Context: an optimization exercise on an open-source flow, tuned for small area, a short achievable clock period and few clock cycles per item. The choices shown serve that exercise and are no tape-out recipe. RTL that was checked went through simulation tests only; none was proved equivalent to the original. Function not checked in runs 1 and 3: the RTL went through the layout flow alone. Power is estimated from default activity; no workload was simulated.

## flow/design.v (module list and top-level ports; edited modules follow where they fit)
// module layer_rom: 26 lines
// module input_buffer: 20 lines
// module mac_lane: 2930 lines
// module mvm_control: 93 lines
// module mvm_layer: 74 lines
module mvm_layer (
   input  logic  clk,
   input  logic  reset,
   input  logic  s_valid,
   output logic  s_ready,
   input  logic signed [16-1:0] data_in,
   output logic  m_valid,
   input  logic  m_ready,
   output logic signed [16-1:0] data_out
);
  // ...
==> flow/flow/run.sh <==
#!/bin/bash
# Layout flow: the standard synthesis, then a polarity pass on the full
# adders of the synthesized netlist (flow/polfix.py: a full adder is
# self-dual, so complementing its inputs complements its outputs; choosing
# each adder's polarity removes most inverters between adders), checked
# against the synthesized netlist on random vectors (flow/neteq.py), then the
# standard flow from floorplan to the final layout.
set -euo pipefail
R=orfs/results/${FLOW_PLATFORM}/mvm_layer/base

bash standard.sh synth > synth.log 2>&1

cp $R/1_2_yosys.v $R/1_2_yosys_std.v
python3 flow/polfix.py $R/1_2_yosys_std.v $R/1_2_yosys_pol.v > polfix.log 2>&1
python3 flow/neteq.py $R/1_2_yosys_std.v $R/1_2_yosys_pol.v 40 > neteq.log 2>&1
cp $R/1_2_yosys_pol.v $R/1_2_yosys.v
rm -f $R/1_synth.odb $R/1_synth.sdc

bash standard.sh > layout.log 2>&1
==> flow/flow/neteq.py <==
#!/usr/bin/env python3
"""Random-vector comparison of two gate netlists with the same registers:
register outputs and primary inputs are driven with random words, register
inputs and primary outputs are compared.  usage: neteq.py A.v B.v [rounds]"""
import re, sys, random

LIB = '/OpenROAD-flow-scripts/flow/platforms/sky130hd/lib/sky130_fd_sc_hd__tt_025C_1v80.lib'
lib = open(LIB).read()
funcs = {}
seq = set()
for m in re.finditer(r'cell \("?(\w+)"?\)\s*\{', lib):
    name = m.group(1)
    start = m.end()
    # find the end of this cell (next 'cell (' )
    nxt = lib.find('\n    cell (', start)
    body = lib[start:nxt if nxt > 0 else len(lib)]
    if re.search(r'\bff\s*\(|\blatch\s*\(', body):
        seq.add(name)
    f = {}
    for pm in re.finditer(r'pin \("?(\w+)"?\)\s*\{(.*?)\n\s{8}\}', body, re.S):
        fm = re.search(r'function\s*:\s*"([^"]*)"', pm.group(2))
        if fm:
            f[pm.group(1)] = fm.group(1)
    funcs[name] = f

W = 64
MASK = (1 << W) - 1


def pyexpr(e):
    e = e.replace('!', ' ~').replace('*', ' & ').replace('+', ' | ')
    # implicit AND by juxtaposition (e.g. "A B") is not used in this library
    return e


def parse(path):
    src = open(path).read()
    cells = []
    for m in re.finditer(r'(sky130_fd_sc_hd__\w+)\s+(\S+)\s*\((.*?)\);', src, re.S):
        typ, name, pins = m.groups()
        pl = {p: n.strip() for p, n in re.findall(r'\.(\w+)\((.*?)\)\s*(?:,|$)', pins.strip(), re.S)}
        cells.append((typ, name, pl))
    assigns = re.findall(r'assign\s+(.*?)\s*=\s*(.*?);', src)
    ins = []
    for hi, lo, nm in re.findall(r'^\s*input\s+(?:\[(\d+):(\d+)\]\s+)?(\S+);', src, re.M):
        ins += [f'{nm}[{i}]' for i in range(int(lo), int(hi) + 1)] if hi else [nm]
    outs = []
    for hi, lo, nm in re.findall(r'^\s*output\s+(?:\[(\d+):(\d+)\]\s+)?(\S+);', src, re.M):
        outs += [f'{nm}[{i}]' for i in range(int(lo), int(hi) + 1)] if hi else [nm]
    return cells, assigns, ins, outs


def norm(n):
    n = n.strip()
    m = re.match(r'^(\\?\S+?)\s*\[(\d+)\]$', n)
    if m and not n.startswith('\\') or (m and ' ' in n):
        return f'{m.group(1).strip()}[{m.group(2)}]'
    return n


def evaluate(net, vals):
    cells, assigns, ins, outs = net
    drv = {}
    for typ, name, pl in cells:
        c = typ.replace('sky130_fd_sc_hd__', '')
        if typ in seq_full:
            continue
        for p, n in pl.items():
            if p in funcs[typ]:
                drv[norm(n)] = (typ, pl, p)
    for l, r in assigns:
        drv[norm(l)] = ('assign', r, None)
    memo = dict(vals)
    sys.setrecursionlimit(100000)

    def get(n):
        n = norm(n)
        if n in memo:
            return memo[n]
        if re.match(r"^1'h?b?0$|^1'b0$|^1'h0$", n):
            return 0
        if re.match(r"^1'h?b?1$|^1'b1$|^1'h1$", n):
            return MASK
        if n not in drv:
            raise KeyError(n)
        typ, pl, p = drv[n]
        if typ == 'assign':
            v = get(pl)
        else:
            f = funcs[typ][p]
            env = {}
            for pin in set(re.findall(r'[A-Za-z_]\w*', f)):
                env[pin] = get(pl[pin])
            v = eval(pyexpr(f), {}, env) & MASK
        memo[n] = v
        return v
    return get


seq_full = set(seq)


def regs(net):
    cells = net[0]
    r = {}
    for typ, name, pl in cells:
        if typ in seq_full:
            r[name] = (typ, pl)
    return r


A = parse(sys.argv[1])
B = parse(sys.argv[2])
rounds = int(sys.argv[3]) if len(sys.argv) > 3 else 20
ra, rb = regs(A), regs(B)
assert set(ra) == set(rb), 'register sets differ'
assert all(ra[k][0] == rb[k][0] for k in ra), 'register types differ'
rng = random.Random(1)
bad = 0
for r in range(rounds):
    vals_a, vals_b = {}, {}
    for i in A[2]:
        v = rng.getrandbits(W)
        vals_a[norm(i)] = v
        vals_b[norm(i)] = v
    for k, (typ, pl) in ra.items():
        v = rng.getrandbits(W)
        for p in ('Q',):
            if p in pl:
                vals_a[norm(pl[p])] = v
        if 'Q_N' in pl:
            vals_a[norm(pl['Q_N'])] = ~v & MASK
        plb = rb[k][1]
        if 'Q' in plb:
            vals_b[norm(plb['Q'])] = v
        if 'Q_N' in plb:
            vals_b[norm(plb['Q_N'])] = ~v & MASK
    ga, gb = evaluate(A, vals_a), evaluate(B, vals_b)
    for k, (typ, pl) in ra.items():
        for p, n in pl.items():
            if p in ('Q', 'Q_N', 'CLK'):
                continue
            if ga(n) != gb(rb[k][1][p]):
                bad += 1
                if bad < 10:
                    print('mismatch', k, p)
    for o in A[3]:
        if ga(o) != gb(o):
            bad += 1
            if bad < 10:
                print('mismatch out', o)
print('rounds', rounds, 'vectors', rounds * W, 'mismatches', bad)
sys.exit(1 if bad else 0)
==> flow/flow/polfix.py <==
#!/usr/bin/env python3
"""Remove inverters around full-adder cells by choosing each full adder's
polarity.  A full adder is self-dual: complementing its three inputs
complements both outputs.  Reads a Yosys-written gate netlist, writes one
with the same registers and the same function.

usage: polfix.py IN.v OUT.v
"""
import re, sys, random
from collections import defaultdict

src = open(sys.argv[1]).read()
m = re.search(r'^module\s.*?;\n', src, re.M | re.S)
head_end = m.end()
endm = src.rindex('endmodule')
body = src[head_end:endm]

# split body into statements
stmts = re.findall(r'\s*(.*?;)\n', body, re.S)
cell_re = re.compile(r'(sky130_fd_sc_hd__\w+)\s+(\S+)\s*\((.*)\)\s*;', re.S)
pin_re = re.compile(r'\.(\w+)\((.*?)\)\s*(?:,|$)', re.S)

OUTS = {'X', 'Y', 'Q', 'Q_N', 'SUM', 'COUT', 'HI', 'LO'}
INV = {'sky130_fd_sc_hd__inv_1'}
FA = {'sky130_fd_sc_hd__fa_1'}
XORS = {'sky130_fd_sc_hd__xor2_1': 0, 'sky130_fd_sc_hd__xnor2_1': 1}

decls, cells, others = [], [], []
for s in stmts:
    s = s.strip()
    c = cell_re.match(s)
    if c:
        typ, name, pins = c.groups()
        pl = [(p, n.strip()) for p, n in pin_re.findall(pins.strip())]
        cells.append([typ, name, pl])
    elif s.startswith(('wire', 'input', 'output', 'reg')):
        decls.append(s)
    else:
        others.append(s)
if others:
    # assigns etc: nets they read are fixed loads
    pass

driver = {}
loads = defaultdict(list)
for ci, (typ, name, pl) in enumerate(cells):
    for p, n in pl:
        if p in OUTS:
            driver[n] = (ci, p)
        else:
            loads[n].append((ci, p))
# nets read by assigns / ports are fixed loads
fixed_nets = set()
for s in others:
    for tok in re.findall(r'\\\S+ |[A-Za-z_][\w$]*(?:\s*\[\d+\])?', s):
        fixed_nets.add(tok.strip())
portdecl = re.findall(r'^\s*output\s+(?:\[(\d+):(\d+)\]\s+)?(\S+);', src[:endm], re.M)
for hi, lo, nm in portdecl:
    if hi:
        for i in range(int(lo), int(hi) + 1):
            fixed_nets.add(f'{nm}[{i}]')
    else:
        fixed_nets.add(nm)


def is_inv(ci):
    return cells[ci][0] in INV


def inv_in(ci):
    return dict(cells[ci][2])['A']


def base(n):
    """(base net, polarity) through chains of inverters"""
    pol = 0
    seen = 0
    while n in driver and is_inv(driver[n][0]):
        n = inv_in(driver[n][0])
        pol ^= 1
        seen += 1
        assert seen < 100
    return n, pol


fa_ids = [ci for ci, c in enumerate(cells) if c[0] in FA or c[0] in XORS]
fa_index = {ci: i for i, ci in enumerate(fa_ids)}

# load requirements: list of (base, pol, fa_or_None)
# every non-inverter load pin
reqs = defaultdict(list)   # base -> list of (pol, fa index or -1)
pin_base = {}
for ci, (typ, name, pl) in enumerate(cells):
    if typ in INV:
        continue
    for p, n in pl:
        if p in OUTS:
            continue
        if n.startswith(("1'", "0'")) or re.match(r"^\d+'", n):
            continue
        b, pol = base(n)
        pin_base[(ci, p)] = (b, pol)
        if typ in XORS:
            reqs[b]   # any polarity will do
            continue
        reqs[b].append((pol, fa_index.get(ci, -1)))
# inverter outputs that reach fixed nets (ports / assigns)
for n in fixed_nets:
    if n in driver:
        b, pol = base(n)
        if pol or b != n:
            reqs[b].append((pol, -2))

# physical polarity of a base net: flip of its driving FA, else 0
def drv_fa(b):
    if b in driver:
        ci = driver[b][0]
        if ci in fa_index:
            return fa_index[ci]
    return -1


frozen = set()
for n in fixed_nets:
    if n in driver and driver[n][0] in fa_index:
        frozen.add(fa_index[driver[n][0]])
bases = list(reqs.keys())
bdrv = {b: drv_fa(b) for b in bases}
flip = [0] * len(fa_ids)


def cost_of(b):
    d = bdrv[b]
    ph = flip[d] if d >= 0 else 0
    need = set()
    for pol, f in reqs[b]:
        r = pol ^ (flip[f] if f >= 0 else 0)
        need.add(r)
    return 1 if (ph ^ 1) in need else 0


# bases touched by each FA
touch = defaultdict(set)
for b in bases:
    if bdrv[b] >= 0:
        touch[bdrv[b]].add(b)
    for pol, f in reqs[b]:
        if f >= 0:
            touch[f].add(b)

total = sum(cost_of(b) for b in bases)
start = total
improved = True
rounds = 0
while improved and rounds < 50:
    improved = False
    rounds += 1
    order = list(range(len(fa_ids)))
    random.Random(rounds).shuffle(order)
    for f in order:
        if f in frozen:
            continue
        before = sum(cost_of(b) for b in touch[f])
        flip[f] ^= 1
        after = sum(cost_of(b) for b in touch[f])
        if after < before:
            total += after - before
            improved = True
        else:
            flip[f] ^= 1
# also try pairs: flip a FA and its neighbours greedily (simple annealing)
rng = random.Random(7)
T = 1.0
for it in range(200000):
    f = rng.randrange(len(fa_ids))
    if f in frozen:
        continue
    before = sum(cost_of(b) for b in touch[f])
    flip[f] ^= 1
    after = sum(cost_of(b) for b in touch[f])
    d = after - before
    if d <= 0 or rng.random() < pow(2.718, -d / T):
        total += d
    else:
        flip[f] ^= 1
    T = max(0.02, T * 0.99997)
# final greedy
improved = True
while improved:
    improved = False
    for f in range(len(fa_ids)):
        if f in frozen:
            continue
        before = sum(cost_of(b) for b in touch[f])
        flip[f] ^= 1
        after = sum(cost_of(b) for b in touch[f])
        if after < before:
            total += after - before
            improved = True
        else:
            flip[f] ^= 1

n_inv_old = sum(1 for c in cells if c[0] in INV)
sys.stderr.write(f'inverters before {n_inv_old}, needed before opt {start}, after {total}, '
                 f'flipped {sum(flip)} of {len(fa_ids)}\n')

# ------------------------------------------------------------- rewrite
inv_names = [c[1] for c in cells if c[0] in INV]
new_inv = {}       # base -> inverted net name
new_cells = []
new_wires = []
cnt = [0]


def phys(b):
    d = bdrv.get(b, drv_fa(b))
    return flip[d] if d >= 0 else 0


def net_for(b, want):
    """net carrying value (b ^ want) where b is the logical base value"""
    if phys(b) == want:
        return b
    if b not in new_inv:
        nm = f'_polinv{cnt[0]}_'
        cnt[0] += 1
        new_inv[b] = nm
        new_wires.append(nm)
        iname = inv_names.pop() if inv_names else f'_polinvc{cnt[0]}_'
        new_cells.append(['sky130_fd_sc_hd__inv_1', iname, [('A', b), ('Y', nm)]])
    return new_inv[b]


out_cells = []
for ci, (typ, name, pl) in enumerate(cells):
    if typ in INV:
        continue
    f = fa_index.get(ci, -1)
    fl = flip[f] if f >= 0 else 0
    npl = []
    if typ in XORS:
        t = XORS[typ] ^ fl
        for p, n in pl:
            if p in OUTS or (ci, p) not in pin_base:
                npl.append((p, n))
                continue
            b, pol = pin_base[(ci, p)]
            t ^= pol ^ phys(b)
            npl.append((p, b))
        typ = 'sky130_fd_sc_hd__xnor2_1' if t else 'sky130_fd_sc_hd__xor2_1'
        npl = [(('Y' if t else 'X') if p in ('X', 'Y') else p, n) for p, n in npl]
        out_cells.append([typ, name, npl])
        continue
    for p, n in pl:
        if p in OUTS or (ci, p) not in pin_base:
            npl.append((p, n))
            continue
        b, pol = pin_base[(ci, p)]
        npl.append((p, net_for(b, pol ^ fl)))
    out_cells.append([typ, name, npl])
# fixed nets driven (originally) by inverters must still carry their value
for n in sorted(fixed_nets):
    if n in driver and is_inv(driver[n][0]):
        b, pol = base(n)
        ph = phys(b)
        # drive n from b (pol^ph == 1 -> inverter, else buffer)
        iname = inv_names.pop() if inv_names else f'_polinvd{cnt[0]}_'
        cnt[0] += 1
        if pol ^ ph:
            new_cells.append(['sky130_fd_sc_hd__inv_1', iname, [('A', b), ('Y', n)]])
        else:
            new_cells.append(['sky130_fd_sc_hd__buf_1', iname, [('A', b), ('X', n)]])
# any FA-output base net with flip whose original name is a fixed net: unsupported
for n in fixed_nets:
    if n in driver and driver[n][0] in fa_index and flip[fa_index[driver[n][0]]] and n in reqs:
        raise SystemExit('flipped FA drives a port net: ' + n)

def esc(n):
    return n + ' ' if n.startswith('\\') and ' ' not in n else n


out = [src[:head_end]]
for d in decls:
    out.append('  ' + d + '\n')
for w in new_wires:
    out.append(f'  wire {w};\n')
for s in others:
    out.append('  ' + s + '\n')
for typ, name, pl in out_cells + new_cells:
    out.append(f'  {typ} {name} (\n')
    out.append(',\n'.join(f'    .{p}({esc(n)})' for p, n in pl))
    out.append('\n  );\n')
out.append('endmodule\n')
open(sys.argv[2], 'w').write(''.join(out))
sys.stderr.write(f'inverters now {sum(1 for c in out_cells + new_cells if c[0] in INV)}\n')
==> flow/standard.sh <==
#!/bin/bash
# synth_recipe.tcl (not shown) runs the flow's synth.tcl, then flattens the netlist and writes it again
# the make line also repeats each setting of config.mk as NAME=value (left out here)
make -C /OpenROAD-flow-scripts/flow DESIGN_CONFIG=/design/flow/config.mk WORK_HOME=/design/flow/orfs CLKGATE_MAP_FILE= SYNTH_SCRIPT=/design/flow/synth_recipe.tcl "${@:-finish}"
==> flow/config.mk <==
export PLATFORM = sky130hd
export DESIGN_NAME = mvm_layer
export DESIGN_NICKNAME = mvm_layer
export VERILOG_FILES = /design/flow/design.v
export SDC_FILE = /design/flow/constraint.sdc
export NUM_CORES = 4
export LEC_CHECK = 0
export CAP_MARGIN = 20
export CORE_MARGIN = 2
export CORE_UTILIZATION = 40
export CTS_CLUSTER_DIAMETER = 80
export CTS_CLUSTER_SIZE = 25
export PLACE_DENSITY = 0.6
export SETUP_SLACK_MARGIN = 4.5
export SLEW_MARGIN = 20
==> flow/constraint.sdc <==
create_clock -name core_clock -period 7.0 [get_ports {clk}]
set_input_delay 1.4000 -clock core_clock [delete_from_list [all_inputs] [get_ports {clk}]]
set_output_delay 1.4000 -clock core_clock [all_outputs]
set_load 0.01 [all_outputs]
==> flow_summary.ini, run 1 <==
[run_status]
status = no timing/DRC/antenna violations

[power_and_ir_drop]
intPower_uw = 6030
p_switching_uw = 2010
vdd_drop_max_uv = 383
p_leak_uw = 0.0135
p_clk_uw = 2690
pg_comb_uw = 786

[critical_path]
path_class = reg2out
crit_path_cell_trace = buf_2
cpPeakStageDelay_ns = 0.40
worstReg2RegStart = u_control.in_cnt[0]

[timing]
timing.slew.headroom_pct = 34.4
finalHoldViolCount = 0
min_period_ns = 2.56

[placed_design]
place_area_sq_um = 36600
dpl.hpwl_um = 81400

[worst_hold_path]
hold_start = u_lane.q6_s6_5_0

[global_route]
use_met1_pct = 30.3
grt_util_met3_pct = 4.86
antenna_found_initial = 4

[cts]
clock_latency_ns = 0.61

[finish]
top_regs = u_input_buffer.x: 128 flops, u_input_buffer.sh: 112 flops, ctl: 105 flops
final-clk-cell-share_pct = 3.49

[die]
die-area_sq_um = 91200

[routing]
drtPass1Iterations = 6
met1Wirelength_um = 42600
==> module mvm_control, before the edit <==
module mvm_control (
   input  logic                   clk,
   input  logic                   reset,
   input  logic                   s_valid,
   input  logic                   m_ready,
   output logic                   s_ready,
   output logic                   x_wr,
   output logic                   x_load,
   output logic [4-1:0] row,         
   output logic                   out_valid,
   output logic                   take_buf,    
   output logic                   take_new,    
   output logic                   buf_wr,      
   output logic [1:0]             wp,
   output logic [1:0]             rp
);
   logic [3-1:0]  in_cnt;      
   logic                   act;         
   logic                   issue;       
   logic                   iv;          
   logic [2:0]             v_pipe;      
   logic                   res_v;       
   logic [2:0]             cnt;         
   logic [2:0]             bcnt;        
   logic                   free;        
   logic                   deliver;
   assign x_wr    = s_valid && s_ready;
   assign x_load  = x_wr && (in_cnt == 3'(8 - 1));
   assign issue   = (act || x_load) && ((cnt != 3'd5) || deliver);
   logic [2:0]             cnt_inc, cnt_dec, bcnt_inc, bcnt_dec;
   assign cnt_inc  = cnt + 1'b1;
   assign cnt_dec  = cnt - 1'b1;
   assign bcnt_inc = bcnt + 1'b1;
   assign bcnt_dec = bcnt - 1'b1;
   assign res_v   = v_pipe[2];
   assign deliver = out_valid && m_ready;
   logic                   act_n;
   logic [3-1:0]  in_cnt_n;
   assign in_cnt_n = x_wr ? in_cnt + 1'b1 : in_cnt;    
   assign act_n    = x_load || (act && !(issue && row == 4'(16 - 1)));
   always_ff @(posedge clk) begin
      if (reset) begin
         in_cnt  <= '0;
         act     <= 1'b0;
         row     <= '0;
         iv      <= 1'b0;
         v_pipe  <= '0;
         cnt     <= '0;
         s_ready <= 1'b1;    
      end else begin
         in_cnt <= in_cnt_n;
         act    <= act_n;
         if (issue) begin
            row <= row + 1'b1;    
         end
         iv     <= issue;
            v_pipe <= {v_pipe[1:0], iv};
         if (issue && !deliver) begin
            cnt <= cnt_inc;
         end else if (deliver && !issue) begin
            cnt <= cnt_dec;
         end
         s_ready <= (in_cnt_n != 3'(8 - 1)) || !act_n;
      end
   end
   assign free     = !out_valid || m_ready;
   assign take_buf = free && (bcnt != '0);
   assign take_new = free && (bcnt == '0) && res_v;
   assign buf_wr   = res_v && !take_new;
   always_ff @(posedge clk) begin
      if (reset) begin
         out_valid <= 1'b0;
         bcnt      <= '0;
         wp        <= '0;
         rp        <= '0;
      end else begin
         if (free) begin
            out_valid <= (bcnt != '0) || res_v;
         end
         if (buf_wr && !take_buf) begin
            bcnt <= bcnt_inc;
         end else if (take_buf && !buf_wr) begin
            bcnt <= bcnt_dec;
         end
         if (buf_wr) begin
            wp <= (wp == 2'd3) ? '0 : wp + 1'b1;
         end
         if (take_buf) begin
            rp <= (rp == 2'd3) ? '0 : rp + 1'b1;
         end
      end
   end
endmodule
==> run 2: changes to the inputs <==
--- a/flow/design.v
+++ b/flow/design.v
@@ -3013,12 +3013,7 @@
    logic                   deliver;
    assign x_wr    = s_valid && s_ready;
    assign x_load  = x_wr && (in_cnt == 3'(8 - 1));
-   assign issue   = (act || x_load) && ((cnt != 3'd5) || deliver);
-   logic [2:0]             cnt_inc, cnt_dec, bcnt_inc, bcnt_dec;
-   assign cnt_inc  = cnt + 1'b1;
-   assign cnt_dec  = cnt - 1'b1;
-   assign bcnt_inc = bcnt + 1'b1;
-   assign bcnt_dec = bcnt - 1'b1;
+   assign issue   = (act || x_load) && ((cnt < 3'd5) || deliver);
    assign res_v   = v_pipe[2];
    assign deliver = out_valid && m_ready;
    logic                   act_n;
@@ -3042,11 +3037,7 @@
          end
          iv     <= issue;
             v_pipe <= {v_pipe[1:0], iv};
-         if (issue && !deliver) begin
-            cnt <= cnt_inc;
-         end else if (deliver && !issue) begin
-            cnt <= cnt_dec;
-         end
+         cnt    <= cnt + 3'(issue) - 3'(deliver);
          s_ready <= (in_cnt_n != 3'(8 - 1)) || !act_n;
       end
    end
@@ -3064,11 +3055,7 @@
          if (free) begin
             out_valid <= (bcnt != '0) || res_v;
          end
-         if (buf_wr && !take_buf) begin
-            bcnt <= bcnt_inc;
-         end else if (take_buf && !buf_wr) begin
-            bcnt <= bcnt_dec;
-         end
+         bcnt <= bcnt + 3'(buf_wr) - 3'(take_buf);
          if (buf_wr) begin
             wp <= (wp == 2'd3) ? '0 : wp + 1'b1;
          end
==> flow_summary.ini, run 2 <==
[run_status]
status = no timing/DRC/antenna violations

[cts]
cts_root_buf = clkbuf_16
clock_latency_ns = 0.62
cts_sinks = 700
cts_hold_buf = 0
cts_buffers = 40
clock_path_buffers = 3
clkTransAtPathRegs_ns = 0.09
cts_tree = built
h-tree-depth = 2

[timing]
finalCritPeriodShare_pct = 37.0
timing.slew.headroom_pct = 25.7
fmax_mhz = 386
rsz0062_at_grt = true
tns_ns = 0
drv_slew = 0
min_period_ns = 2.59
finalHoldViolCount = 0
max_slew.worst_pin.slew_ns = 1.11
setup_violations = 0
finClkSkew_ns = 0.0477

[finish]
regArea_sq_um = 17300
layout_common_cells = 441 x xnor2_1, 375 x a22oi_1, 340 x fa_1, 321 x dfxtp_1, 315 x edfxtp_1
top_regs = u_input_buffer.x: 128 flops, u_input_buffer.sh: 112 flops, ctl: 105 flops
fin_area_sq_um = 38400
num-fill-cells = 7988
final_common_cell = xnor2_1
drive_gt1_share_pct = 9.00
area_growth_syn_to_layout_pct = 8.23
final_util_pct = 43.6
multi_input_area_sq_um = 17600
largest_reg_flops = 128
layout.nets = 3029
top_register = u_input_buffer.x

[critical_path]
cp_max_fo = 1
path_class = reg2out
crit_path_cell_trace = buf_2
slowest_stage = edfxtp_1
arrival_ns = 1.19
cpPeakStageDelay_ns = 0.43
r2r-end = u_lane.q2_s2_7_6
cp-end-kind = output pin
cp-start-kind = flop
startpoint = dout[6]
required_ns = 5.60
worstReg2RegStart = ctl[31]
reg2reg_depth = 3
cp.depth = 1
critPathCapture = data_out[6]
rrSetupSlack_ns = 4.53
path_buf_inv = 1
cp_top_family = flip-flops

[yosys]
synthCells = 2725
avgSynthCellArea_sq_um = 13.0
syn_nets = 3139
yosysWarnings = 6
syn_area_sq_um = 35500

[placed_design]
gp_congestion = 0.981
dpl.hpwl_um = 81700
port_buffers = 36
place_area_sq_um = 36600

[routing]
viasPerCell = 5.72
wirelength_um = 109000
drt.antenna.violating_nets = 0
drc = 0
wl_per_cell_um = 28.7
drtPass1Iterations = 6
vias = 21804
drt_iter0_drc = 2964

[die]
die_height_um = 302
pin_count = 38
die-area_sq_um = 91100
initial_utilization_pct = 40.3
rows = 109
core-area_sq_um = 88100
die_w_um = 302

[global_route]
track_usage_pct = 24.1
grt_max_degree = 98
grt_pass1_wl_um = 157000
grt-ovfl-total = 0
antenna_found_initial = 1
grt_pass1_vias = 22421

[power_and_ir_drop]
intPower_uw = 6300
power_density_nw_per_um2 = 226
pwr-share-clk_pct = 30.2
p_seq_share_pct = 53.8
p_switching_uw = 2390
p_comb_share_pct = 16.0
p_leak_uw = 0.0136
sw_frac_of_total_pct = 27.5
vdd_drop_max_uv = 317

[flow_run]
maxCapViolations = 0

[worst_hold_path]
whs_path_depth = 0
hold_path.class = reg2reg
==> run 2: layout make-up <==
cell class                      instances  share of cell area, %
Antenna cell                            3                 0.0195
Sequential cell                       700                   44.9
Timing Repair Buffer                   74                   1.64
Inverter                               27                  0.306
Multi-Input combinational cell       1771                   45.9
Clock inverter                         17                  0.596
Timing Repair inverter                  1                 0.0130
Clock buffer                           54                   2.82
Tap cell                             1165                   3.80
==> run 2: through the flow <==
| step | setup slack, ns | hold slack (ns) | std cells | total power, uW |
|---|---|---|---|---|
| finish | 4.41 | 0.328 | 3812 | 8700 |
| global route | 4.38 | 0.338 | 3809 | 9030 |
| CTS | 4.37 | 0.330 | 3802 | 8710 |
| detailed placement | 2.74 | 0.312 | 3709 | 5970 |
| global placement | 2.75 | 0.311 | 3709 | 5920 |
| floorplan | 3.34 | 0.310 | 2725 | 5550 |
==> run 2: how the worst min path moves through the flow <==
stage / start / end / slack [ns]
after detailed placement: u_lane.q6_q2_s2_0_0 / u_lane.q8_q6_q2_s2_0_0 / 0.31
final: u_lane.q6_c5_3_0 / u_lane.q8_q6_c5_3_0 / 0.33
after floorplan: ctl[13] / u_lane.q2_c_cst_2 / 0.31
after global placement: u_lane.q6_s4_2_0 / u_lane.q8_q6_s4_2_0 / 0.31
after CTS: u_lane.q6_q2_s2_0_0 / u_lane.q8_q6_q2_s2_0_0 / 0.33
after global routing: u_lane.q6_c5_3_0 / u_lane.q8_q6_c5_3_0 / 0.34
==> run 2: what timing repair did <==
action	in CTS	in global routing
buffers inserted	17	7
pin swaps	11	16
endpoints found under the setup margin	559	205
gates resized for setup	141	50
gates cloned	5	0
==> run 2: layer usage <==
metal	routed length, um	global-route usage [%]	vias up
li1	-	-	9243
met4	7230	12.8	0
met3	8530	3.88	234
met5	0	0	-
met2	51200	39.5	1146
met1	42300	30.7	11181
==> run 2: power by group through the flow <==
stage	clock (uW)	combinational, uW	sequential [uW]
after floorplan	0	786	4770
after global placement	0	1150	4780
after detailed placement	0	1190	4780
after CTS	2680	1350	4680
after global routing	2820	1520	4700
final	2630	1390	4680
Testbench counts of run 2, summed over its fixed seeds: cycles 5,216, frames 320.
==> run 3: changes to the inputs <==
--- a/flow/design.v
+++ b/flow/design.v
@@ -3007,13 +3007,19 @@
    logic                   iv;          
    logic [2:0]             v_pipe;      
    logic                   res_v;       
-   logic [2:0]             cnt;         
-   logic [2:0]             bcnt;        
+   logic [4:0]             cnt;         
+   logic [3:0]             bcnt;        
    logic                   free;        
    logic                   deliver;
    assign x_wr    = s_valid && s_ready;
    assign x_load  = x_wr && (in_cnt == 3'(8 - 1));
-   assign issue   = (act || x_load) && ((cnt < 3'd5) || deliver);
+   assign issue   = (act || x_load) && (!cnt[4] || deliver);
+   logic [4:0]             cnt_inc, cnt_dec;
+   logic [3:0]             bcnt_inc, bcnt_dec;
+   assign cnt_inc  = {cnt[3:0], 1'b1};
+   assign cnt_dec  = {1'b0, cnt[4:1]};
+   assign bcnt_inc = {bcnt[2:0], 1'b1};
+   assign bcnt_dec = {1'b0, bcnt[3:1]};
    assign res_v   = v_pipe[2];
    assign deliver = out_valid && m_ready;
    logic                   act_n;
@@ -3037,13 +3043,17 @@
          end
          iv     <= issue;
             v_pipe <= {v_pipe[1:0], iv};
-         cnt    <= cnt + 3'(issue) - 3'(deliver);
+         if (issue && !deliver) begin
+            cnt <= cnt_inc;
+         end else if (deliver && !issue) begin
+            cnt <= cnt_dec;
+         end
          s_ready <= (in_cnt_n != 3'(8 - 1)) || !act_n;
       end
    end
    assign free     = !out_valid || m_ready;
-   assign take_buf = free && (bcnt != '0);
-   assign take_new = free && (bcnt == '0) && res_v;
+   assign take_buf = free && bcnt[0];
+   assign take_new = free && !bcnt[0] && res_v;
    assign buf_wr   = res_v && !take_new;
    always_ff @(posedge clk) begin
       if (reset) begin
@@ -3053,9 +3063,13 @@
          rp        <= '0;
       end else begin
          if (free) begin
-            out_valid <= (bcnt != '0) || res_v;
+            out_valid <= bcnt[0] || res_v;
+         end
+         if (buf_wr && !take_buf) begin
+            bcnt <= bcnt_inc;
+         end else if (take_buf && !buf_wr) begin
+            bcnt <= bcnt_dec;
          end
-         bcnt <= bcnt + 3'(buf_wr) - 3'(take_buf);
          if (buf_wr) begin
             wp <= (wp == 2'd3) ? '0 : wp + 1'b1;
          end
==> flow_summary.ini, run 3 <==
[timing]
finalCritPeriodShare_pct = 37.1
finClkSkew_ns = 0.0385
fin_hold_ws_ns = 0.334
finalHoldViolCount = 0
fmax_mhz = 385
tns_ns = 0
timing.slew.headroom_pct = 26.4
rsz0062_at_grt = true
min_period_ns = 2.60
max_slew.worst_pin.slew_ns = 1.10
drv_slew = 0
setup_violations = 0

[global_route]
antenna_found_initial = 6
grt-ovfl-total = 0
grt_util_met3_pct = 5.36
grt_pass1_wl_um = 158000
grt_pass1_vias = 22681
grt_max_degree = 116
use_met2_pct = 38.4
grt_busiest_layer = met2
track_usage_pct = 24.0
use_met1_pct = 29.8

[power_and_ir_drop]
p_leak_uw = 0.0136
power_uw = 8180
power_density_nw_per_um2 = 212
vdd_drop_max_uv = 206

[routing]
drt.antenna.violating_nets = 0
viasPerCell = 5.71
drtPass1Iterations = 6
drt_iter0_drc = 2690
wirelength_um = 109000
drc = 0
vias = 21848
wl_per_cell_um = 28.6

[critical_path]
cp_max_fo = 1
cpPeakStageDelay_ns = 0.43
cp-start-kind = flop
arrival_ns = 1.20
worstReg2RegStart = ctl[103]
path_class = reg2out
required_ns = 5.60
startpoint = dout[7]
crit_path_cell_trace = buf_2
path_buf_inv = 1
slowest_stage = edfxtp_1
cp_top_family = flip-flops
cp-end-kind = output pin

[die]
initial_utilization_pct = 40.3
pin_count = 38
die-area_sq_um = 91300
core-area_sq_um = 88200
rows = 109
die_height_um = 302
die_w_um = 302

[cts]
clock_path_buffers = 3
cts_buffers = 41
cts_root_buf = clkbuf_16
clock_latency_ns = 0.62
cts_hold_buf = 0
cts_tree = built
cts_sinks = 703
clkTransAtPathRegs_ns = 0.09
h-tree-depth = 2

[finish]
fin_area_sq_um = 38600
top_regs = u_input_buffer.x: 128 flops, u_input_buffer.sh: 112 flops, ctl: 105 flops
final_common_cell = xnor2_1
regArea_sq_um = 17300
multi_input_area_sq_um = 17600
largest_reg_flops = 128
area_growth_syn_to_layout_pct = 8.56
layout.nets = 3040
top_register = u_input_buffer.x
layout_common_cells = 437 x xnor2_1, 376 x a22oi_1, 339 x fa_1, 321 x dfxtp_1, 315 x edfxtp_1
drive_gt1_share_pct = 9.05
num-fill-cells = 7942
n_antenna_cell = 0

[yosys]
syn_area_sq_um = 35600
avgSynthCellArea_sq_um = 13.0
yosysWarnings = 6
syn_nets = 3154
synthCells = 2745

[worst_hold_path]
hold_path.class = reg2reg
hold_start = u_lane.q6_s6_5_0

[placed_design]
dpl.hpwl_um = 80900
gp_congestion = 0.929
place_area_sq_um = 36700
port_buffers = 36

[run_status]
status = no timing/DRC/antenna violations

[flow_run]
maxCapViolations = 0
## run 3: worst paths after layout
| path | to | slack [ns] | cells after the start |
|---|---|---|---|
| hold / removal | u_lane.q8_q6_s6_5_0 | 0.33 | 0 |
| setup reg to reg | u_lane.q2_s2_14_3 | 4.47 | 4 |
| setup / recovery | data_out[7] | 4.40 | 1 |
| hold reg to reg | u_lane.q8_q6_s6_5_0 | 0.33 | 0 |
## run 3: repair_timing
| action | CTS | global route |
|---|---|---|
| gates resized for setup | 140 | 37 |
| setup endpoints to repair | 481 | 218 |
| gates cloned | 5 | 0 |
| pin swaps | 6 | 15 |
| setup buffers | 9 | 14 |
## run 3: power breakdown
group / switching, uW / total (uW) / internal, uW
Combinational: 513 / 882 / 369
Clock: 1490 / 2720 / 1220
Sequential: 61.3 / 4580 / 4520
Total: 2070 / 8180 / 6120
## run 3: layer usage
| metal | part of all wire, % | vias to the layer above |
|---|---|---|
| li1 | - | 9296 |
| met1 | 38 | 11122 |
| met2 | 46 | 1185 |
| met3 | 8.7 | 241 |
| met4 | 7.1 | 4 |
| met5 | 0.021 | - |
## run 3: through the flow
| step | util (%) | std cells | setup WS [ns] |
|---|---|---|---|
| floorplan | - | 2745 | 3.47 |
| global placement | 41.6 | 3725 | 3.03 |
| detailed placement | 41.6 | 3725 | 3.02 |
| CTS | 43.5 | 3813 | 4.35 |
| global route | 43.8 | 3827 | 4.35 |
| finish | 43.8 | 3827 | 4.40 |
## run 3: final cells by class
type                            count  share of cell area [%]
Timing Repair inverter              1                  0.0162
Inverter                           22                   0.259
Clock inverter                     17                   0.628
Tap cell                         1165                    3.77
Sequential cell                   703                    44.9
Clock buffer                       57                    2.96
Timing Repair Buffer               77                    1.94
Multi-Input combinational cell   1785                    45.6
## run 3: worst reg2reg max path: cells and delay by family (launching register included)
family,cells,cell delay [ns]
AO/OA/AOI/OAI,1,0.23
adder cells (fa/ha/maj),2,1.27
XOR/XNOR,1,0.19
flip-flops,1,0.74
==> module mvm_layer, before the edit <==
module mvm_layer (
   input  logic  clk,
   input  logic  reset,
   input  logic  s_valid,
   output logic  s_ready,
   input  logic signed [16-1:0] data_in,
   output logic  m_valid,
   input  logic  m_ready,
   output logic signed [16-1:0] data_out
);
   logic                   x_wr;
   logic                   x_load;
   logic [4-1:0] row;
   logic                   take_buf;
   logic                   take_new;
   logic                   buf_wr;
   logic [1:0]             wp;
   logic [1:0]             rp;
   logic [111-1:0]  rom_ctl;
   logic [111-1:0]  ctl;
   logic [8*16-1:0] x;
   logic [16-1:0] result;
   logic [16-2:0] queue [4];    
   logic [16-2:0] dout;
   mvm_control u_control (
      .clk       (clk),
      .reset     (reset),
      .s_valid   (s_valid),
      .m_ready   (m_ready),
      .s_ready   (s_ready),
      .x_wr      (x_wr),
      .x_load    (x_load),
      .row       (row),
      .out_valid (m_valid),
      .take_buf  (take_buf),
      .take_new  (take_new),
      .buf_wr    (buf_wr),
      .wp        (wp),
      .rp        (rp)
   );
   input_buffer u_input_buffer (
      .clk     (clk),
      .x_wr    (x_wr),
      .x_load  (x_load),
      .data_in (data_in),
      .x       (x)
   );
   layer_rom u_layer_rom (
      .row    (row),
      .ctl    (rom_ctl)
   );
   always_ff @(posedge clk) begin
      ctl <= rom_ctl;
   end
   mac_lane u_lane (
      .clk    (clk),
      .ctl    (ctl),
      .x      (x),
      .result (result)
   );
   always_ff @(posedge clk) begin
      if (take_buf) begin
         dout <= queue[rp];
      end else if (take_new) begin
         dout <= result[16-2:0];
      end
      for (int i = 0; i < 4; i++) begin
         if (buf_wr && wp == 2'(i)) begin
            queue[i] <= result[16-2:0];
         end
      end
   end
   assign data_out = {1'b0, dout};    
endmodule
==> run 4: changes to the inputs <==
--- a/flow/design.v
+++ b/flow/design.v
@@ -3142,12 +3142,12 @@
       .x      (x),
       .result (result)
    );
+   logic [16-2:0] dout_n;
+   assign dout_n = ({(16-1){take_buf}} & queue[rp]) |
+                   ({(16-1){take_new}} & result[16-2:0]) |
+                   ({(16-1){!take_buf && !take_new}} & dout);
    always_ff @(posedge clk) begin
-      if (take_buf) begin
-         dout <= queue[rp];
-      end else if (take_new) begin
-         dout <= result[16-2:0];
-      end
+      dout <= dout_n;
       for (int i = 0; i < 4; i++) begin
          if (buf_wr && wp == 2'(i)) begin
             queue[i] <= result[16-2:0];
==> flow_summary.ini, run 4 <==
[power_and_ir_drop]
pwr-share-clk_pct = 32.3
p_comb_share_pct = 9.3
p_seq_share_pct = 58.4
power_density_nw_per_um2 = 202
p_switching_uw = 1900
sw_frac_of_total_pct = 24.6
intPower_uw = 5840
p_leak_uw = 0.0136
vdd_drop_max_uv = 178

[critical_path]
cp_max_fo = 10
cp-start-kind = flop
crit_path_cell_trace = xnor2_1 > fa_1 > xor2_1 > xnor2_1 > xor2_1
cpPeakStageDelay_ns = 1.13
required_ns = 7.48
reg2reg_depth = 5
arrival_ns = 3.04
rrSetupSlack_ns = 4.45
cp-end-kind = flop
slowest_stage = dfxtp_1
path_class = reg2reg
r2r-end = u_lane.q2_s2_15_3
worstReg2RegStart = ctl[16]

[global_route]
antenna_found_initial = 3
grt_max_degree = 98
track_usage_pct = 23.7
grt-ovfl-total = 0
grt_pass1_wl_um = 156000
grt_pass1_vias = 22524

[routing]
wirelength_um = 108000
drc = 0
drtPass1Iterations = 6
wl_per_cell_um = 28.2
drt_iter0_drc = 2680
viasPerCell = 5.70
drt.antenna.violating_nets = 0
vias = 21862

[flow_run]
maxCapViolations = 0

[worst_hold_path]
whs_path_depth = 0
hold_path.class = reg2reg
hold_start = u_lane.q6_s3_9_4
whs_endpoint = u_lane.q8_q6_s3_9_4

[timing]
fmax_mhz = 392
drv_slew = 0
finClkSkew_ns = 0.0451
finalCritPeriodShare_pct = 36.5
finalHoldViolCount = 0
tns_ns = 0
timing.slew.headroom_pct = 20.0
rsz0062_at_grt = true
max_slew.worst_pin.slew_ns = 1.20
fin_hold_ws_ns = 0.333
setup_violations = 0
min_period_ns = 2.55

[die]
core-area_sq_um = 88100
die_w_um = 302
initial_utilization_pct = 40.2
die-area_sq_um = 91000
die_height_um = 302
rows = 109
pin_count = 38

[cts]
h-tree-depth = 2
cts_buffers = 38
cts_root_buf = clkbuf_16
clkTransAtPathRegs_ns = 0.10
cts_sinks = 703
clock_path_buffers = 3
cts_tree = built
clock_latency_ns = 0.62

[yosys]
avgSynthCellArea_sq_um = 12.9
syn_nets = 3158
yosysWarnings = 6
synthCells = 2749
syn_area_sq_um = 35500

[finish]
drive_gt1_share_pct = 9.90
regArea_sq_um = 17200
top_regs = u_input_buffer.x: 128 flops, u_input_buffer.sh: 112 flops, ctl: 105 flops
multi_input_area_sq_um = 17700
largest_reg_flops = 128
area_growth_syn_to_layout_pct = 8.05
top_register = u_input_buffer.x
layout.nets = 3050
final_common_cell = xnor2_1
num-fill-cells = 8031
final_util_pct = 43.5
layout_common_cells = 435 x xnor2_1, 375 x a22oi_1, 335 x fa_1, 318 x dfxtp_1, 300 x edfxtp_1

[placed_design]
dpl.hpwl_um = 81100
port_buffers = 36
gp_congestion = 0.976

[run_status]
status = no timing/DRC/antenna violations
-- run 4: worst max-delay path: cells and delay by family, from the launching register on --
family,cells,cell delay [ns]
flip-flops,1,1.13
XOR/XNOR,4,0.83
adder cells (fa/ha/maj),1,0.47
-- run 4: per-layer routing --
metal	global-route usage (%)	vias up	wire length, um
li1	-	9339	-
met1	30.2	11132	42400
met2	38.3	1144	50100
met3	4.47	247	8530
met4	13.1	0	7120
met5	0	-	0
-- run 4: layout make-up --
cell class,instances,share of cell area (%)
tap,1165,3.80
multi-input combinational,1797,46.2
timing repair inverter,1,0.0131
clock buffer,53,2.74
timing repair buffer,78,1.66
antenna,3,0.0196
clock inverter,14,0.474
sequential,703,44.9
inverter,22,0.229
-- run 4: worst max-delay path by stage --
| stage | startpoint | to | slack [ns] | cells past startpoint |
|---|---|---|---|---|
| 2_1_floorplan | s_valid | u_input_buffer.sh[0] | 3.47 | 2 |
| 3_3_place_gp | s_valid | u_control.cnt[1] | 3.01 | 9 |
| 3_5_place_dp | s_valid | u_control.cnt[3] | 3.05 | 9 |
| 4_1_cts | u_lane.q2_s2_5_2 | u_lane.q6_s6_5_0 | 4.47 | 4 |
| 5_1_grt | m_ready | u_control.bcnt[2] | 4.41 | 9 |
| 6_report | ctl[16] | u_lane.q2_s2_15_3 | 4.45 | 5 |
-- run 4: power by group through the flow --
stage,Combinational (uW),Sequential (uW),Clock (uW)
2_1_floorplan,382,4600,0
3_3_place_gp,569,4620,0
3_5_place_dp,593,4620,0
4_1_cts,656,4530,2560
5_1_grt,782,4540,2700
6_report,719,4530,2500
-- run 4: what timing repair did --
item                                    4_1_cts  5_1_grt
cloned                                        6        1
endpoints found under the setup margin      533      128
hold buffers                                  0        0
setup buffers                                23        6
gates resized for setup                     161       48
pin swaps                                    14       23
-- run 4: stage by stage --
step	setup slack [ns]	instances	cell area (sq um)	power (uW)
4_1_cts	4.47	3825	38100	7740
2_1_floorplan	3.47	2749	35600	4980
5_1_grt	4.41	3833	38300	8020
3_3_place_gp	3.01	3729	36600	5190
3_5_place_dp	3.05	3729	36600	5220
6_report	4.45	3836	38300	7750
Testbench counts of run 4, summed over its fixed seeds: cycles 5,216, frames 320.
==> run 5: changes to the inputs <==
--- a/flow/config.mk
+++ b/flow/config.mk
@@ -11,5 +11,5 @@
 export CTS_CLUSTER_DIAMETER = 80
 export CTS_CLUSTER_SIZE = 25
 export PLACE_DENSITY = 0.6
-export SETUP_SLACK_MARGIN = 4.5
+export SETUP_SLACK_MARGIN = 4.7
 export SLEW_MARGIN = 20
==> flow_summary.ini, run 5 <==
[run_status]
status = no timing/DRC/antenna violations

[cts]
cts_root_buf = clkbuf_16
cts_sinks = 703
clkTransAtPathRegs_ns = 0.10
clock_latency_ns = 0.60
cts_tree = built
cts_buffers = 38
h-tree-depth = 2
clock_path_buffers = 3

[die]
rows = 109
die_height_um = 302
die-area_sq_um = 91000
pin_count = 38
die_w_um = 302
initial_utilization_pct = 40.2
core-area_sq_um = 88100

[global_route]
grt_max_degree = 98
grt-ovfl-total = 0
grt_pass1_vias = 22830
antenna_found_initial = 3
track_usage_pct = 24.0
grt_pass1_wl_um = 158000

[routing]
viasPerCell = 5.72
drt_iter0_drc = 2681
drt.antenna.violating_nets = 0
wirelength_um = 109000
drc = 0
drtPass1Iterations = 6
wl_per_cell_um = 28.0
vias = 22166

[power_and_ir_drop]
power_density_nw_per_um2 = 200
p_seq_share_pct = 57.2
vdd_drop_max_uv = 170
intPower_uw = 5940
p_switching_uw = 1960
p_leak_uw = 0.0139
p_comb_share_pct = 11.2
pwr-share-clk_pct = 31.6
sw_frac_of_total_pct = 24.8

[worst_hold_path]
whs_path_depth = 0
hold_start = u_lane.q6_q2_s2_3_3
hold_path.class = reg2reg
whs_endpoint = u_lane.q8_q6_q2_s2_3_3

[timing]
setup_violations = 0
finClkSkew_ns = 0.0329
fmax_mhz = 404
max_slew.worst_pin.slew_ns = 0.837
timing.slew.headroom_pct = 44.2
drv_slew = 0
rsz0062_at_grt = true
setup_slack_ns = 4.53
finalCritPeriodShare_pct = 35.3
min_period_ns = 2.47
finalHoldViolCount = 0
tns_ns = 0

[critical_path]
slowest_stage = fa_2
startpoint = u_lane.q8_q6_q2_s2_3_3
cp-start-kind = flop
rrSetupSlack_ns = 4.53
path_class = reg2reg
worstReg2RegStart = u_lane.q8_q6_q2_s2_3_3
path_buf_inv = 2
reg2reg_depth = 10
r2r-end = dout[13]
cp-end-kind = flop
arrival_ns = 2.94
cp_top_family = adder cells
cpPeakStageDelay_ns = 0.37
crit_path_cell_trace = ha_4 > fa_2 > nand3_4 > a221o_1 > buf_6 > or3b_4 > a21o_1 > xnor2_4 > buf_4 > o221ai_2
cp_max_fo = 3
required_ns = 7.47

[yosys]
syn_area_sq_um = 35500
avgSynthCellArea_sq_um = 12.9
synthCells = 2749
syn_nets = 3158
yosysWarnings = 6

[placed_design]
place_ws_ns = 2.90
gp_congestion = 0.958
dpl.hpwl_um = 82000
port_buffers = 36

[finish]
top_regs = u_input_buffer.x: 128 flops, u_input_buffer.sh: 112 flops, ctl: 105 flops
final_util_pct = 44.8
drive_gt1_share_pct = 16.7
n_antenna_cell = 0
layout.nets = 3092
largest_reg_flops = 128
area_growth_syn_to_layout_pct = 11.2
layout_common_cells = 432 x xnor2_1, 363 x a22oi_1, 300 x edfxtp_1, 282 x dfxtp_1, 274 x fa_1
top_register = u_input_buffer.x
final_common_cell = xnor2_1

[flow_run]
maxCapViolations = 0
run 5: cell types whose count changed in the layout (fill, tap and decap cells not counted), sizes merged:
cell	previous run	this run
clkinvlp	2	3
clkinv	8	6
clkbuf	55	53
and2	20	17
bufbuf	0	1
and3	11	10
buf	59	106
dlygate4sd2	1	0
inv	27	28
diode	3	0
run 5: how the worst max path moves through the flow:
stage / to / cells past startpoint
CTS: s_ready / 1
finish: dout[13] / 10
detailed placement: u_input_buffer.sh[10] / 4
floorplan: u_input_buffer.sh[0] / 2
global placement: u_input_buffer.sh[42] / 4
global route: queue[2][13] / 9
run 5: what timing repair did:
| item | in CTS | in global routing |
|---|---|---|
| hold buffers | 0 | 0 |
| gates resized for setup | 317 | 95 |
| setup endpoints to repair | 672 | 238 |
| setup buffers | 48 | 26 |
| pin swaps | 38 | 45 |
| cloned | 4 | 0 |
run 5: final cells by class:
class / instances / area (sq um)
Fill cell: 7904 / 48700
Multi-Input combinational cell: 1793 / 18200
Sequential cell: 703 / 17300
Tap cell: 1165 / 1460
Timing Repair Buffer: 124 / 1220
Clock buffer: 52 / 1050
Clock inverter: 14 / 155
Inverter: 22 / 97.6
Timing Repair inverter: 1 / 7.51
run 5: worst register-to-register path: cells and delay by family, from the launching register on:
family	cells	cell delay [ns]
adder cells (fa/ha/maj)	2	0.54
AO/OA/AOI/OAI	3	0.52
AND/OR/NAND/NOR	2	0.46
flip-flops	1	0.34
buffers and inverters	2	0.28
XOR/XNOR	1	0.22
run 5: stage by stage:
step                std cells  cell area, sq um  total power, uW  hold slack (ns)
floorplan                2749             35700             4980            0.310
global placement         3730             36600             5190            0.312
detailed placement       3730             36600             5220            0.312
CTS                      3848             38900             7880            0.331
global route             3874             39400             8180            0.340
finish                   3874             39400             7900            0.332
run 5: power by group through the flow:
stage	registers, uW	logic (uW)	clock network [uW]
global placement	4620	570	0
global route	4530	953	2700
floorplan	4600	382	0
CTS	4530	804	2550
finish	4520	886	2500
detailed placement	4620	591	0
run 5: layer usage:
layer,share of wire [%],vias to the layer above,GRT usage [%]
met5,0.025,-,0
met4,7.5,4,14.8
met3,7.1,270,3.62
met2,47,1054,38.9
met1,38,11420,30.4
li1,-,9418,-
==> run 6: changes to the inputs <==
--- a/flow/config.mk
+++ b/flow/config.mk
@@ -5,11 +5,12 @@
 export SDC_FILE = /design/flow/constraint.sdc
 export NUM_CORES = 4
 export LEC_CHECK = 0
+export ABC_AREA = 1
 export CAP_MARGIN = 20
 export CORE_MARGIN = 2
 export CORE_UTILIZATION = 40
 export CTS_CLUSTER_DIAMETER = 80
 export CTS_CLUSTER_SIZE = 25
 export PLACE_DENSITY = 0.6
-export SETUP_SLACK_MARGIN = 4.7
+export SETUP_SLACK_MARGIN = 4.6
 export SLEW_MARGIN = 20
==> flow_summary.ini, run 6 <==
[run_status]
status = no timing/DRC/antenna violations

[global_route]
grt_pass1_wl_um = 158000
grt_max_degree = 66
track_usage_pct = 23.9
grt-ovfl-total = 0
antenna_found_initial = 8
grt_pass1_vias = 23126

[flow_run]
maxCapViolations = 0

[cts]
cts_hold_buf = 0
cts_buffers = 41
cts_root_buf = clkbuf_16
clock_path_buffers = 3
clkTransAtPathRegs_ns = 0.09
cts_sinks = 703
clock_latency_ns = 0.62
cts_tree = built
h-tree-depth = 2

[power_and_ir_drop]
p_leak_uw = 0.0157
sw_frac_of_total_pct = 27.6
p_seq_share_pct = 53.5
p_comb_share_pct = 16.4
intPower_uw = 6480
vdd_drop_max_uv = 167
power_density_nw_per_um2 = 221
pwr-share-clk_pct = 30.1
p_switching_uw = 2470

[timing]
max_slew.worst_pin.slew_ns = 0.788
tns_ns = 0
setup_violations = 0
finalHoldViolCount = 0
min_period_ns = 2.49
finalCritPeriodShare_pct = 35.6
fmax_mhz = 402
rsz0062_at_grt = true
timing.slew.headroom_pct = 47.5
fin_hold_ws_ns = 0.333
drv_slew = 0
finClkSkew_ns = 0.0459

[critical_path]
required_ns = 5.60
cpPeakStageDelay_ns = 0.37
slowest_stage = dfxtp_4
cp_top_family = flip-flops
arrival_ns = 1.09
cp-end-kind = output pin
path_buf_inv = 1
path_class = reg2out
cp-start-kind = flop
cp_max_fo = 2
crit_path_cell_trace = buf_6

[finish]
layout_common_cells = 370 x nand2_1, 341 x dfxtp_1, 334 x o22ai_1, 302 x fa_1, 300 x edfxtp_1
top_regs = u_input_buffer.x: 128 flops, u_input_buffer.sh: 112 flops, ctl: 105 flops
largest_reg_flops = 128
drive_gt1_share_pct = 14.5
top_register = u_input_buffer.x
final_util_pct = 45.7
area_growth_syn_to_layout_pct = 13.0
layout.nets = 3592
final_common_cell = nand2_1
final_cells = 4378

[routing]
drt_iter0_drc = 2838
drc = 0
wirelength_um = 110000
viasPerCell = 5.37
vias = 23529
drtPass1Iterations = 6
drt.antenna.violating_nets = 0
wl_per_cell_um = 25.1

[placed_design]
port_buffers = 36
dpl.cell_count = 4190
gp_congestion = 1.00
dpl.hpwl_um = 85000

[yosys]
syn_nets = 3493
yosysWarnings = 6
avgSynthCellArea_sq_um = 11.6
synthCells = 3084
syn_area_sq_um = 35800

[die]
rows = 109
die_height_um = 303
initial_utilization_pct = 40.5
die-area_sq_um = 91900
pin_count = 38
die_w_um = 303
core-area_sq_um = 88500

[worst_hold_path]
hold_path.class = reg2reg
[run 6: path summary, 6_finish.rpt]
check	startpoint	to	slack, ns	cells after the start
worst max-delay path	dout[14]	data_out[14]	4.51	1
worst max register to register	u_lane.q2_s2_7_3	u_lane.q6_s6_7_0	4.51	4
worst min-delay path	ctl[10]	u_lane.q2_c_cst_5	0.33	0
worst min register to register	ctl[10]	u_lane.q2_c_cst_5	0.33	0
[run 6: cell type report]
cell class | count | area [sq um]
multi-input combinational | 1948 | 17400
clock inverter | 19 | 285
tap | 1165 | 1460
sequential | 703 | 17200
timing repair buffer | 149 | 1530
clock buffer | 51 | 1080
inverter | 331 | 1440
antenna | 3 | 7.51
fill | 8092 | 48000
timing repair inverter | 9 | 52.6
[run 6: power groups by stage]
| stage | logic [uW] | clock network, uW | registers, uW |
|---|---|---|---|
| 4_1_cts | 1390 | 2750 | 4790 |
| 2_1_floorplan | 970 | 0 | 4840 |
| 3_3_place_gp | 1330 | 0 | 4870 |
| 5_1_grt | 1640 | 2910 | 4810 |
| 3_5_place_dp | 1350 | 0 | 4870 |
| 6_report | 1460 | 2700 | 4790 |
[run 6: routing by layer]
| layer | routed length (um) | GRT usage, % |
|---|---|---|
| met5 | 23 | 0 |
| met4 | 6990 | 13.0 |
| met3 | 8020 | 3.00 |
| met2 | 50000 | 37.5 |
| met1 | 45100 | 32.5 |
[run 6: repair_timing]
action,in CTS,in global routing
gates resized for setup,187,123
pin swaps,11,23
cloned,4,8
buffers inserted,53,50
setup endpoints to repair,503,198
[run 6: worst reg2reg max path: cells and delay by family, from the launching register on]
family                   cells  cell delay [ns]
adder cells (fa/ha/maj)      4             2.04
flip-flops                   1             0.33
[run 6: stage by stage]
step | total power, uW | worst slack (ns) | cell area, sq um
after floorplan | 5810 | 1.22 | 36000
after global placement | 6200 | 2.46 | 37300
after detailed placement | 6220 | 2.49 | 37300
after CTS | 8930 | 4.48 | 39600
after global routing | 9360 | 4.46 | 40500
final | 8950 | 4.51 | 40500
==> run 7: changes to the inputs <==
--- a/flow/config.mk
+++ b/flow/config.mk
@@ -5,7 +5,6 @@
 export SDC_FILE = /design/flow/constraint.sdc
 export NUM_CORES = 4
 export LEC_CHECK = 0
-export ABC_AREA = 1
 export CAP_MARGIN = 20
 export CORE_MARGIN = 2
 export CORE_UTILIZATION = 40
==> flow_summary.ini, run 7 <==
[run_status]
status = no timing/DRC/antenna violations

[timing]
setup_slack_ns = 4.50
finalCritPeriodShare_pct = 35.7
min_period_ns = 2.50
timing.slew.headroom_pct = 28.6
max_slew.worst_pin.slew_ns = 1.07
finClkSkew_ns = 0.0365
fmax_mhz = 400
setup_violations = 0
rsz0062_at_grt = true
finalHoldViolCount = 0
drv_slew = 0
tns_ns = 0

[global_route]
grt_pass1_vias = 22583
grt_max_degree = 96
grt-ovfl-total = 0
antenna_found_initial = 4
grt_pass1_wl_um = 158000
track_usage_pct = 24.0

[yosys]
yosysWarnings = 6
syn_area_sq_um = 35500
syn_nets = 3158
synthCells = 2749
avgSynthCellArea_sq_um = 12.9

[finish]
final_common_cell = xnor2_1
final_util_pct = 44.1
area_growth_syn_to_layout_pct = 9.57
top_regs = u_input_buffer.x: 128 flops, u_input_buffer.sh: 112 flops, ctl: 105 flops
layout_common_cells = 435 x xnor2_1, 373 x a22oi_1, 305 x fa_1, 300 x edfxtp_1, 298 x dfxtp_1
fin_area_sq_um = 38900
drive_gt1_share_pct = 12.9
top_register = u_input_buffer.x
num-fill-cells = 7903
largest_reg_flops = 128
layout.nets = 3058
final_cells = 3844

[cts]
clock_latency_ns = 0.62
clkTransAtPathRegs_ns = 0.09
clock_path_buffers = 3
h-tree-depth = 2
cts_sinks = 703
cts_root_buf = clkbuf_16
cts_buffers = 40
cts_tree = built
cts_hold_buf = 0

[power_and_ir_drop]
vdd_drop_max_uv = 196
power_density_nw_per_um2 = 204
p_leak_uw = 0.0137

[worst_hold_path]
hold_path.class = reg2reg

[critical_path]
arrival_ns = 3.03
critPathCapture = dout[6]
r2r-end = dout[6]
startpoint = u_lane.q8_q6_s5_3_0
cp_max_fo = 6
cp-end-kind = flop
cp-start-kind = flop
required_ns = 7.53
path_class = reg2reg
reg2reg_depth = 9
slowest_stage = a221o_1
cpPeakStageDelay_ns = 0.39
rrSetupSlack_ns = 4.50
crit_path_cell_trace = ha_4 > fa_2 > nand3_2 > a221o_1 > o21a_1 > o211ai_4 > buf_6 > nand3_4 > o221ai_2
worstReg2RegStart = u_lane.q8_q6_s5_3_0

[die]
pin_count = 38
initial_utilization_pct = 40.2
die-area_sq_um = 91000
core-area_sq_um = 88100
rows = 109
die_w_um = 302
die_height_um = 302

[routing]
wirelength_um = 109000
drt.antenna.violating_nets = 0
wl_per_cell_um = 28.4
drt_iter0_drc = 2952
drc = 0
viasPerCell = 5.70
drtPass1Iterations = 6
vias = 21911

[placed_design]
place_ws_ns = 2.90
place_area_sq_um = 36600
dpl.hpwl_um = 81400
gp_congestion = 0.968
dpl.cell_count = 3733
port_buffers = 36

[flow_run]
maxCapViolations = 0
[run 7: cell type report]
cell class,count,area [sq um],area share [%]
Antenna cell,2,5.00,0.0129
Clock buffer,56,1130,2.92
Clock inverter,14,220,0.567
Inverter,22,95.1,0.245
Multi-Input combinational cell,1794,17900,46.0
Sequential cell,703,17200,44.3
Tap cell,1165,1460,3.75
Timing Repair Buffer,87,825,2.12
Timing Repair inverter,1,7.51,0.0193
[run 7: worst min-delay path by stage]
stage	to	startpoint	slack [ns]	cells after the start
2_1_floorplan	u_lane.q2_c_cst_2	ctl[13]	0.31	0
3_3_place_gp	u_lane.q8_q6_q2_s2_0_0	u_lane.q6_q2_s2_0_0	0.31	0
3_5_place_dp	u_lane.q8_q6_s3_1_0	u_lane.q6_s3_1_0	0.31	0
4_1_cts	u_lane.q6_q2_s2_0_0	u_lane.q2_s2_0_0	0.33	0
5_1_grt	u_lane.q6_q2_s2_0_0	u_lane.q2_s2_0_0	0.34	0
6_report	u_lane.q8_q6_q2_s2_3_3	u_lane.q6_q2_s2_3_3	0.33	0
[run 7: power breakdown]
part | internal [uW] | leakage, uW | switching, uW
Clock | 1210 | 0.000654 | 1460
Sequential | 4470 | 0.00615 | 57.9
Combinational | 293 | 0.00689 | 441
[run 7: what timing repair did]
item,4_1_cts,5_1_grt
pin swaps,30,15
endpoints found under the hold margin,0,0
gates resized for setup,237,68
endpoints found under the setup margin,642,199
cloned,4,0
setup buffers,23,12
[run 7: layer usage]
layer	part of all wire [%]	vias to the layer above	GRT usage (%)
li1	-	9374	-
met1	38	11158	30.6
met2	46	1143	38.6
met3	8.0	234	4.01
met4	7.2	2	14.5
met5	0.017	-	0
[run 7: worst max-delay path: cells and delay by family, from the launching register on]
kind | cells | cell delay (ns)
flip-flops | 1 | 0.35
AND/OR/NAND/NOR | 2 | 0.27
adder cells (fa/ha/maj) | 2 | 0.42
buffers and inverters | 1 | 0.16
AO/OA/AOI/OAI | 4 | 1.22
[run 7: per-stage QoR]
step,total power [uW],hold WS [ns]
floorplan,4980,0.310
global placement,5190,0.312
detailed placement,5210,0.312
CTS,7980,0.330
global route,8210,0.336
finish,7930,0.331
==> run 8: changes to the inputs <==
--- a/flow/config.mk
+++ b/flow/config.mk
@@ -7,9 +7,9 @@
 export LEC_CHECK = 0
 export CAP_MARGIN = 20
 export CORE_MARGIN = 2
-export CORE_UTILIZATION = 40
+export CORE_UTILIZATION = 55
 export CTS_CLUSTER_DIAMETER = 80
 export CTS_CLUSTER_SIZE = 25
-export PLACE_DENSITY = 0.6
+export PLACE_DENSITY = 0.75
 export SETUP_SLACK_MARGIN = 4.6
 export SLEW_MARGIN = 20
==> flow_summary.ini, run 8 <==
[run_status]
status = no timing/DRC/antenna violations

[finish]
num-fill-cells = 4881
drive_gt1_share_pct = 12.0
top_regs = u_input_buffer.x: 128 flops, u_input_buffer.sh: 112 flops, ctl: 105 flops
multi_input_area_sq_um = 17900
area_growth_syn_to_layout_pct = 7.89
largest_reg_flops = 128
final_common_cell = xnor2_1
fin_area_sq_um = 38300
top_register = u_input_buffer.x
regArea_sq_um = 17200
layout.nets = 3051
layout_common_cells = 435 x xnor2_1, 373 x a22oi_1, 308 x dfxtp_1, 307 x fa_1, 300 x edfxtp_1

[routing]
drt.antenna.violating_nets = 0
drtPass1Iterations = 9
vias = 22491
drc = 0
wl_per_cell_um = 29.8
viasPerCell = 6.38
drt_iter0_drc = 3255
wirelength_um = 105000

[critical_path]
rrSetupSlack_ns = 4.45
cp-start-kind = flop
cpPeakStageDelay_ns = 0.55
required_ns = 7.50
path_class = reg2reg
slowest_stage = fa_1
path_buf_inv = 0
cp_max_fo = 1
cp-end-kind = flop
crit_path_cell_trace = fa_1 > fa_1 > fa_2 > xor2_2 > xor2_2 > xnor2_1
arrival_ns = 3.05
cp_top_family = adder cells

[die]
die_w_um = 258
core-area_sq_um = 64100
die-area_sq_um = 66500
die_height_um = 258
rows = 93
pin_count = 38
initial_utilization_pct = 55.3

[placed_design]
gp_congestion = 1.02
place_area_sq_um = 36300
port_buffers = 36
place_ws_ns = 2.78
dpl.hpwl_um = 77600

[cts]
clock_path_buffers = 3
cts_sinks = 703
h-tree-depth = 2
cts_tree = built
cts_root_buf = clkbuf_16
clkTransAtPathRegs_ns = 0.10
clock_latency_ns = 0.61
cts_hold_buf = 0
cts_buffers = 37

[power_and_ir_drop]
vdd_drop_max_uv = 140
p_leak_uw = 0.0136
power_density_nw_per_um2 = 204
power_uw = 7790

[timing]
fin_hold_ws_ns = 0.332
tns_ns = 0
finalCritPeriodShare_pct = 36.4
finalHoldViolCount = 0
max_slew.worst_pin.slew_ns = 1.05
rsz0062_at_grt = true
setup_slack_ns = 4.45
min_period_ns = 2.55
finClkSkew_ns = 0.0395
timing.slew.headroom_pct = 29.7
fmax_mhz = 393
setup_violations = 0
drv_slew = 0

[global_route]
grt_pass1_vias = 22933
grt_max_degree = 104
grt-ovfl-total = 0
grt_pass1_wl_um = 151000
antenna_found_initial = 4
track_usage_pct = 31.4

[yosys]
yosysWarnings = 6
syn_nets = 3158
synthCells = 2749
syn_area_sq_um = 35500
avgSynthCellArea_sq_um = 12.9

[flow_run]
maxCapViolations = 0

[worst_hold_path]
hold_path.class = reg2reg
## run 8: where the power goes
group	switching, uW	internal, uW	total, uW
Combinational	485	315	800
Clock	1350	1110	2460
Sequential	56.9	4470	4530
Total	1890	5890	7790
## run 8: per-layer routing
metal	track usage (%)	share of wire, %	vias up
met5	0	0.012	-
met3	6.84	10	324
li1	-	-	9335
met1	40.5	37	11348
met4	19.9	7.8	2
met2	48.7	45	1482
## run 8: timing repair
| item | 4_1_cts | 5_1_grt |
|---|---|---|
| setup endpoints to repair | 627 | 217 |
| pin swaps | 26 | 15 |
| gates resized for setup | 208 | 70 |
| cloned | 2 | 2 |
| setup buffers | 16 | 15 |
## run 8: worst register-to-register path: stages, from the launching register on
cell and delay, ns:
dfxtp_1 0.34, fa_1 0.51, fa_1 0.55, fa_2 0.40, xor2_2 0.21, xor2_2 0.24, xnor2_1 0.18
## run 8: area by class of cell
class	instances	share of cell area [%]
Timing Repair Buffer	84	2.14
Clock buffer	50	2.69
Inverter	22	0.245
Antenna cell	4	0.0262
Clock inverter	13	0.428
Multi-Input combinational cell	1794	46.7
Sequential cell	703	45.0
Tap cell	855	2.80
## run 8: metrics by stage
stage	cells	util, %
floorplan	2749	-
global placement	3423	56.6
detailed placement	3423	56.6
CTS	3504	59.1
global route	3521	59.7
finish	3525	59.7
## run 8: path summary, 6_finish.rpt
| kind | cells past startpoint | start | to |
|---|---|---|---|
| worst min register to register | 0 | u_lane.q6_s5_3_0 | u_lane.q8_q6_s5_3_0 |
| worst max register to register | 6 | u_lane.q2_s2_14_1 | u_lane.q6_s6_15_0 |
| worst min-delay path | 0 | u_lane.q6_s5_3_0 | u_lane.q8_q6_s5_3_0 |
| worst max-delay path | 6 | u_lane.q2_s2_14_1 | u_lane.q6_s6_15_0 |

[separate check: timing with driven ports]
In the flow no input, the clock included, has a driving cell. The finished layouts below were timed again as built, in two steps.
Step 1 (the two cells are an assumption about what drives the block):
set clk [get_ports {clk}]
set_driving_cell -lib_cell sky130_fd_sc_hd__clkbuf_16 $clk
set_driving_cell -lib_cell sky130_fd_sc_hd__buf_2 [delete_from_list [all_inputs] $clk]
Step 2 also shifts input and output timing later by t, the mid clock arrival at the registers, as if the neighbouring blocks saw the same clock.
a / b / c = ideal ports / drivers / drivers and shift; a / b = the first two.
run | t (ns) | slack for setup (ns) | latest minus earliest clock arrival (ns)
run 1 | 0.667 | 4.441 / 4.369 / 3.819 | 0.033 / 0.033
run 2 | 0.663 | 4.408 / 4.343 / 3.910 | 0.052 / 0.053
run 3 | 0.661 | 4.404 / 4.341 / 4.010 | 0.039 / 0.040
run 4 | 0.669 | 4.446 / 4.438 / 3.926 | 0.049 / 0.049
run 5 | 0.651 | 4.526 / 4.463 / 4.205 | 0.040 / 0.040
run 6 | 0.663 | 4.511 / 4.443 / 4.046 | 0.047 / 0.047
run 7 | 0.671 | 4.498 / 4.440 / 4.117 | 0.039 / 0.039
run 8 | 0.655 | 4.455 / 4.455 / 4.004 | 0.050 / 0.050
After both steps every run listed still meets setup and hold. The setup slack of run 1, which loses most, moves by -0.072 ns with the drivers and by -0.622 ns with both steps.
